This design comes from an exercise in tuning for small area, a short achievable clock period and few clock cycles on the open sky130 flow, not from production work.
Only simulation tests tie the RTL to the original design; equivalence was not proved.

Design periodic_can_frame_scheduler_core, start of the top module:
module periodic_can_frame_scheduler_core #(
    parameter int MAX_MSGS = pcfs_pkg::DEF_MAX_MSGS
) (
    input  logic                          i_clk,
    input  logic                          i_rst_n,
    input  logic                          start,
    output logic                          busy,
    input  logic [pcfs_pkg::KIND_W-1:0]   i_kind,
    input  logic [pcfs_pkg::TIME_W-1:0]   i_now_ms,
    input  logic                          i_ignition_on,
    input  logic [pcfs_pkg::RAW_W-1:0]    i_raw_id,
    input  logic [pcfs_pkg::PER_W-1:0]    i_period_ms,
    input  logic [pcfs_pkg::DATA_W-1:0]   i_payload,
    output logic                          o_strobe,
    output logic                          o_bus_select,
    output logic [pcfs_pkg::ID_W-1:0]     o_frame_id,
    output logic [pcfs_pkg::DATA_W-1:0]   o_frame_data,
    output logic                          o_last
);
  ...
make LEC_CHECK=0 CAP_MARGIN=20 CORE_MARGIN=2 CORE_UTILIZATION=45 SETUP_SLACK_MARGIN=2.5 SLEW_MARGIN=20 finish   # period 6.0 ns
run.sh (not shown) runs the stock make flow with config.mk's settings and CLKGATE_MAP_FILE= SYNTH_SCRIPT=/design/flow/synth_recipe.tcl, a recipe that flattens the netlist after the stock synthesis.
Testbench counts at the start, summed over its fixed seeds: cycles 6,117.
Then changed:
--- a/flow/design.v
+++ b/flow/design.v
@@ -105,15 +105,14 @@
 );
     localparam int CNT_W = $clog2(MAX_MSGS + 1);
     localparam int TW    = pcfs_pkg::TIME_W;
     localparam int LO    = pcfs_pkg::PER_W;
     logic [CNT_W-1:0]             r_count;
     logic [TW-1:0]                r_t;
     logic [TW-1:0]                r_exp;
-    logic [TW-LO-1:0]             r_t_hi_m1;
     logic                         r_dv;
     logic [MAX_MSGS-1:0]          r_due;
     logic [MAX_MSGS-1:0]          r_pend;
     logic                         r_ev1;
     logic                         r_ev2;
     logic                         r_busy;
     logic                         r_strobe;
@@ -123,14 +122,15 @@
     logic [MAX_MSGS-1:0]          gt;
     logic [MAX_MSGS-1:0]          dfirst;
     logic [MAX_MSGS-1:0]          rfirst;
     logic [MAX_MSGS-1:0]          nsel;
     logic [MAX_MSGS-1:0]          sent;
     logic [TW-1:0]                t_sent;
     logic [TW-1:0]                ls_data;
+    logic [TW-LO-1:0]             t_hi_m1;
     logic [pcfs_pkg::FRAME_W-1:0] frame_q [MAX_MSGS];
     logic [pcfs_pkg::FRAME_W-1:0] frame_nxt;
     logic [pcfs_pkg::PER_W-1:0]   wr_period;
     logic                         acc;
     logic                         tick_acc;
     logic                         add_acc;
     logic                         clr_acc;
@@ -143,56 +143,37 @@
     assign add_acc   = acc && (i_kind == pcfs_pkg::KIND_ADD) &&
                        (r_count < CNT_W'(MAX_MSGS));
     assign clr_acc   = acc && (i_kind == pcfs_pkg::KIND_CLEAR);
     assign live      = i_ignition_on && (r_count != '0);
     assign wr_period = (i_period_ms < pcfs_pkg::MIN_PERIOD) ? pcfs_pkg::MIN_PERIOD
                                                             : i_period_ms;
     assign t_sent  = r_exp - TW'(1);
+    assign t_hi_m1 = r_t[TW-1:LO] - (TW-LO)'(1);
     assign on_time = (i_now_ms == r_exp);
     assign resolve = r_ev2 || (tick_acc && live && r_dv && on_time);
     assign sent    = resolve ? r_due : '0;
     assign ls_data = i_rst_n ? t_sent : '0;
     always_comb begin
         for (int k = 0; k < MAX_MSGS; k++) begin
             gt[k] = due[k] && (k < int'(r_count)) && !r_pend[k];
         end
     end
-    function automatic logic [MAX_MSGS-1:0] first_one(input logic [MAX_MSGS-1:0] v);
-        logic [MAX_MSGS-1:0] below;
-        below = v;
-        for (int w = 1; w < MAX_MSGS; w = w * 2) begin
-            below = below | (below << w);
-        end
-        first_one = v & ~(below << 1);
-    endfunction
-    function automatic logic two_or_more(input logic [MAX_MSGS-1:0] v);
-        logic [MAX_MSGS-1:0] any, two;
-        any = v;
-        two = '0;
-        for (int w = 1; w < MAX_MSGS; w = w * 2) begin
-            for (int i = 0; i + w < MAX_MSGS; i = i + 2 * w) begin
-                two[i] = two[i] | two[i + w] | (any[i] & any[i + w]);
-                any[i] = any[i] | any[i + w];
-            end
-        end
-        two_or_more = two[0];
-    endfunction
-    assign dfirst = first_one(r_due);
-    assign rfirst = first_one(r_rem);
+    assign dfirst = r_due & (~r_due + MAX_MSGS'(1));
+    assign rfirst = r_rem & (~r_rem + MAX_MSGS'(1));
     for (genvar k = 0; k < MAX_MSGS; k++) begin : g_cell
         pcfs_cell u_cell (
             .i_clk       (i_clk),
             .i_wr        (add_acc && (r_count == CNT_W'(k))),
             .i_wr_period (wr_period),
             .i_wr_frame  ({i_raw_id[pcfs_pkg::BUS_BIT], i_raw_id[pcfs_pkg::ID_W-1:0],
                            i_payload}),
             .i_ls_wr     (r_pend[k] || !i_rst_n),
             .i_ls_data   (ls_data),
             .i_t         (r_t),
-            .i_t_hi_m1   (r_t_hi_m1),
+            .i_t_hi_m1   (t_hi_m1),
             .o_due       (due[k]),
             .o_frame     (frame_q[k])
         );
     end
     always_ff @(posedge i_clk) begin
         if (!i_rst_n) begin
             r_count <= '0;
@@ -231,29 +212,14 @@
                 r_t   <= r_exp;
                 r_dv  <= 1'b0;
             end else if (!r_dv && !r_busy) begin
                 r_due <= gt;
                 r_dv  <= 1'b1;
                 r_t   <= r_t + TW'(1);
             end
-        end
-    end
-    always_ff @(posedge i_clk) begin
-        if (!i_rst_n) begin
-            r_t_hi_m1 <= '1;
-        end else if (resolve || r_ev1 || (!tick_acc && !add_acc && !clr_acc &&
-                                          !r_dv && !r_busy) ||
-                     (tick_acc && on_time)) begin
-            if (r_t[LO-1:0] == '1) begin
-                r_t_hi_m1 <= r_t[TW-1:LO];
-            end
-        end else if (tick_acc) begin
-            r_t_hi_m1 <= i_now_ms[TW-1:LO] - (TW-LO)'(1);
-        end else if (add_acc || clr_acc) begin
-            r_t_hi_m1 <= r_exp[TW-1:LO] - (TW-LO)'(1);
         end
     end
     always_ff @(posedge i_clk) begin
         if (!i_rst_n) begin
             r_ev1    <= 1'b0;
             r_ev2    <= 1'b0;
             r_busy   <= 1'b0;
@@ -261,25 +227,25 @@
             r_rem    <= '0;
         end else begin
             r_ev1 <= 1'b0;
             r_ev2 <= 1'b0;
             if (resolve) begin
                 r_rem    <= r_due & ~dfirst;
                 r_strobe <= (r_due != '0);
-                r_busy   <= two_or_more(r_due);
+                r_busy   <= ((r_due & ~dfirst) != '0);
             end else if (r_ev1 || (tick_acc && live)) begin
                 r_ev1    <= tick_acc && !on_time;
                 r_ev2    <= r_ev1 || on_time;
                 r_rem    <= '0;
                 r_strobe <= 1'b0;
                 r_busy   <= 1'b1;
             end else begin
                 r_rem    <= r_rem & ~rfirst;
                 r_strobe <= (r_rem != '0);
-                r_busy   <= two_or_more(r_rem);
+                r_busy   <= ((r_rem & ~rfirst) != '0);
             end
         end
     end
     assign stream = r_busy && !r_ev1 && !r_ev2;
     assign nsel   = stream ? rfirst : dfirst;
     always_comb begin
         frame_nxt = '0;
Clock-buffer cell count increases by 15; die area decreases slightly; clock skew decreases by 11 ps; setup slack loses 130 ps; final cell count increases slightly.

## what the ideal ports hide
The results above use ideal ports. As a check the final layouts listed here were re-extracted and re-timed, cells and wires unchanged. Step 1 assumes that a clkbuf_16 drives the clock port and a buf_2 every other input. Step 2 also shifts input and output timing later by t, the mid clock arrival at the registers, as if the neighbouring blocks saw the same clock. Three values: ideal ports, drivers, drivers and shift; two values: the first two.
run	t, ns	setup slack, ns	worst register clock-pin slew, ns	pins driven straight from the clock port
the first run	1.008	2.471 / 2.499 / 1.527	0.06 / 0.06	1
the second run	1.028	2.338 / 2.338 / 1.516	0.07 / 0.07	1
After both steps every run listed still meets setup and hold. The setup slack of the first run, which loses most, moves by +0.028 ns with the drivers and by -0.944 ns with both steps.
